Background: an optimization exercise with open tools, aiming at small area, a short achievable clock period and few clock cycles. Do not read the settings as production practice. RTL that was checked went through simulation tests only; none was proved equivalent to the original. Power and IR drop assume default switching activity.

// indel_edit_distance_traceback
module indel_edit_distance_traceback #(
  parameter int MAX_LEN = edt_pkg::MAX_LEN_DEF
) (
  input  logic         clk,
  input  logic         rst,
  input  logic         cfg_we,
  input  logic         cfg_index,
  input  logic [4:0]   cfg_data,
  input  logic         load_valid,
  output logic         load_ready,
  input  logic [3:0]   load_position,
  input  logic [7:0]   load_base_symbol,
  input  logic [7:0]   load_target_symbol,
  input  logic         load_last_load,
  output logic         result_valid,
  input  logic         result_ready,
  output logic [1:0]   result_op_kind,
  output logic [7:0]   result_op_symbol,
  output logic signed [4:0] result_base_index,
  output logic [5:0]   result_distance,
  output logic         result_last_op
);
Size in the first run: roughly 4,000 cells after synthesis, roughly 1,200 flip-flops, ~47,000 µm² of cells after synthesis.
==> flow/config.mk <==
export PLATFORM = sky130hd
export DESIGN_NAME = indel_edit_distance_traceback
export DESIGN_NICKNAME = indel_edit_distance_traceback
export VERILOG_FILES = /design/flow/design.v
export SDC_FILE = /design/flow/constraint.sdc
export NUM_CORES = 4
export LEC_CHECK = 0
export ABC_AREA = 1
export CAP_MARGIN = 20
export CORE_MARGIN = 2
export CORE_UTILIZATION = 60
export CTS_CLUSTER_DIAMETER = 80
export CTS_CLUSTER_SIZE = 30
export PLACE_DENSITY = 0.7
export SETUP_SLACK_MARGIN = 4.4
export SLEW_MARGIN = 20
==> flow/constraint.sdc <==
create_clock -name core_clock -period 7.0 [get_ports {clk}]
set_input_delay 1.4000 -clock core_clock [delete_from_list [all_inputs] [get_ports {clk}]]
set_output_delay 1.4000 -clock core_clock [all_outputs]
set_load 0.01 [all_outputs]
run.sh (not shown) runs the stock make flow with config.mk's settings and CLKGATE_MAP_FILE= SYNTH_SCRIPT=/design/flow/synth_recipe.tcl, a recipe that flattens the netlist after the stock synthesis.
The baseline completed with no timing, DRC or antenna violations.
Testbench counts at the start, summed over its fixed seeds: cycles 23,307.
Then changed:
ABC_AREA = default   (was 1)
CORE_UTILIZATION = 70   (was 60)
CTS_CLUSTER_DIAMETER = default   (was 80)
CTS_CLUSTER_SIZE = default   (was 30)
PLACE_DENSITY = 0.8   (was 0.7)
Effect:
- via count shrinks by 1.0%
- sequential cell count does not change
- design area grows by 1.5%
- die area shrinks by 15%
- power grows by 20%
- critical path depth is unchanged
- first-iteration DRC count grows by 29%
- maximum frequency shrinks by 1.7%
- cell count shrinks by 19%
- utilization grows by 13 points
Then changed:
CORE_UTILIZATION = 60   (was 70)
CTS_BUF_LIST = sky130_fd_sc_hd__clkbuf_4 sky130_fd_sc_hd__clkbuf_8   (was default)
PLACE_DENSITY = 0.7   (was 0.8)
What happened: The new run ran to the end with no violations. First-iteration DRC count fell by about a fifth. Area after synthesis stays the same. Routed wire length fell by a few percent. Synthesized cell count does not change. Worst setup slack is worse by 0.13 ns. Total power barely changes. Cell area rose slightly. Critical path depth is unchanged.

---

## JK
Starting RTL as in the previous note.
make LEC_CHECK=0 CAP_MARGIN=20 CORE_MARGIN=2 CORE_UTILIZATION=60 CTS_CLUSTER_DIAMETER=80 CTS_CLUSTER_SIZE=30 PLACE_DENSITY=0.7 SETUP_SLACK_MARGIN=4.6 SLEW_MARGIN=20 finish   # period 7.0 ns
Testbench counts of JK, summed over its fixed seeds: cycles 23,307.
diff inputs: JK => MS
Settings: changing SETUP_SLACK_MARGIN from 4.6 to 4.4; removing CTS_CLUSTER_SIZE (formerly 30); removing CTS_CLUSTER_DIAMETER (formerly 80).
- MS vs JK — core utilization dropped 1.7 points.
- Of the two values seen for destination of the critical timing path, f_rok was produced by JK and result_last_op by MS.
- Diff MS and JK: worst endpoint required time lower in MS
- Taking JK as the reference, in MS routed wire length down about 7%; area added between synthesis and finish down 2.9 points.
- Compared with JK, MS shows a lower clock period minus final worst setup slack.

---

job 9042:
indel_edit_distance_traceback again, from the RTL that the note above started with.
Settings: LEC_CHECK=0, CAP_MARGIN=20, CORE_MARGIN=2, CORE_UTILIZATION=60, CTS_CLUSTER_DIAMETER=80, CTS_CLUSTER_SIZE=30, PLACE_DENSITY=0.7, SETUP_SLACK_MARGIN=4.4, SLEW_MARGIN=20; clock period 7.0 ns.
Testbench counts of job 9042, summed over its fixed seeds: cycles 23,307.
> inputs changed (job 9042 -> job 8664)
Settings: changing SETUP_SLACK_MARGIN from 4.4 to 4.5.
Findings:
Job 8664 vs job 9042, power density over cell area went down by 1.8%. From job 9042 to job 8664 the numbers moved as follows: critical path depth climbed 11; shortest period the worst path allows climbed 0.10 ns; total number of nets in the final design went up 2.8%; portion of total power attributed to the clock network decreased by 0.7 points relative to the old numbers; fraction of area in multi-input gates essentially unchanged. As far as flip-flop and latch count goes, job 8664 and job 9042 are indistinguishable; the numbers are identical. Looking at category of the critical setup timing path, the register to primary output result is from job 9042; the register to register one comes from job 8664.

---

Setup of run 2:
indel_edit_distance_traceback again, from the RTL that the note above started with.
Settings: LEC_CHECK=0, CAP_MARGIN=20, CORE_MARGIN=2, CORE_UTILIZATION=60, CTS_CLUSTER_DIAMETER=80, CTS_CLUSTER_SIZE=30, PLACE_DENSITY=0.7, SETUP_SLACK_MARGIN=4.3, SLEW_MARGIN=20; clock period 7.0 ns.
Testbench counts of run 2, summed over its fixed seeds: cycles 23,307.
Changes in run 4 relative to run 2:
# run 2
export LEC_CHECK = 0
export CAP_MARGIN = 20
export CORE_MARGIN = 2
export CORE_UTILIZATION = 60
export CTS_CLUSTER_DIAMETER = 80
export CTS_CLUSTER_SIZE = 30
export PLACE_DENSITY = 0.7
export SETUP_SLACK_MARGIN = 4.3
export SLEW_MARGIN = 20
create_clock -name core_clock -period 7.0 [get_ports {clk}]
# run 4
export LEC_CHECK = 0
export CAP_MARGIN = 20
export CORE_MARGIN = 2
export CORE_UTILIZATION = 60
export CTS_CLUSTER_DIAMETER = 80
export CTS_CLUSTER_SIZE = 30
export PLACE_DENSITY = 0.7
export SETUP_SLACK_MARGIN = 4.2
export SLEW_MARGIN = 20
create_clock -name core_clock -period 7.0 [get_ports {clk}]
Notes after the runs:
Compared with run 2, run 4 shows a area added between synthesis and finish that is 0.68 points lower.
Run 2 has lower first-iteration DRC count than run 4.
In the metrics for run 2 and run 4, the one carrying the higher count of clock-buffer cells in the layout is run 2.
NOTE: internal cell power in run 4 falls short of that of run 2
Setup slack in run 4 is 0.0043 ns higher than in run 2
Run 4: hold slack is 0.0070 ns higher than what run 2 reported.
Reported for run 2 and run 4, starting density of the core turned out identical to the last digit.
Worst endpoint required time: run 4 < run 2
Delta(wire length on met3, run 4 - run 2) > 0

---

Another version of the RTL of indel_edit_distance_traceback (not shown whole).
Settings: LEC_CHECK=0, CAP_MARGIN=20, CORE_MARGIN=2, CORE_UTILIZATION=40, SLEW_MARGIN=20; clock period 7.0 ns.
Change:
--- a/flow/config.mk
+++ b/flow/config.mk
@@ -9,3 +9,4 @@
 export CORE_MARGIN = 2
 export CORE_UTILIZATION = 40
+export SETUP_SLACK_MARGIN = 3.8
 export SLEW_MARGIN = 20
- fmax went up by well over a third
- via count went up by a few percent
- clock-buffer cell count went down by 10
- wire length went up by a few percent
No functional check of the RTL was part of any run of this note.

-- separate check: timing with driven ports --
In the flow no input, the clock included, has a driving cell. The finished layouts below were timed again as built, in two steps.
Step 1: set_driving_cell puts a clkbuf_16 on clk and a buf_2 on each other input, an assumption about the parent block.
Step 2, shift: input delay + t, output delay - t, t = (earliest + latest rising clock arrival at the registers) / 2. This alone moves slack from input paths to output paths.
Three values: ideal ports, drivers, drivers and shift; two values: the first two.
| run | t (ns) | slack for setup (ns) | hold WS [ns] | worst register clock-pin slew, ns | worst slew at a driven data input, ns |
|---|---|---|---|---|---|
| the first run of note 1 | 0.717 | 4.261 / 4.189 / 3.673 | 0.412 / 0.412 / 0.412 | 0.12 / 0.12 | 0.06 |
| the second run of note 1 | 0.750 | 4.215 / 4.147 / 3.572 | 0.413 / 0.413 / 0.413 | 0.08 / 0.08 | 0.09 |
| the third run of note 1 | 0.893 | 4.080 / 4.018 / 3.508 | 0.409 / 0.409 / 0.409 | 0.07 / 0.07 | 0.06 |
| JK | 0.715 | 4.241 / 4.207 / 3.622 | 0.421 / 0.421 / 0.421 | 0.12 / 0.12 | 0.11 |
| MS | 0.740 | 4.261 / 4.190 / 3.607 | 0.414 / 0.414 / 0.414 | 0.07 / 0.07 | 0.11 |
| job 9042 | 0.714 | 4.278 / 4.209 / 3.615 | 0.413 / 0.413 / 0.413 | 0.12 / 0.12 | 0.11 |
| job 8664 | 0.719 | 4.174 / 4.159 / 3.530 | 0.418 / 0.418 / 0.418 | 0.12 / 0.12 | 0.11 |
| run 2 | 0.722 | 4.210 / 4.210 / 3.562 | 0.416 / 0.416 / 0.416 | 0.11 / 0.11 | 0.05 |
| run 4 | 0.714 | 4.214 / 4.200 / 3.548 | 0.423 / 0.423 / 0.423 | 0.12 / 0.12 | 0.06 |
| the first run of note 5 | 0.756 | 2.087 / 2.087 / 1.898 | 0.437 / 0.437 / 0.437 | 0.07 / 0.07 | 0.05 |
| the second run of note 5 | 0.783 | 3.594 / 3.594 / 3.068 | 0.426 / 0.426 / 0.426 | 0.07 / 0.07 | 0.04 |
After both steps every run listed still meets setup and hold. For run 4, which loses most, drivers alone change the setup slack by -0.014 ns; drivers and shift together by -0.666 ns.
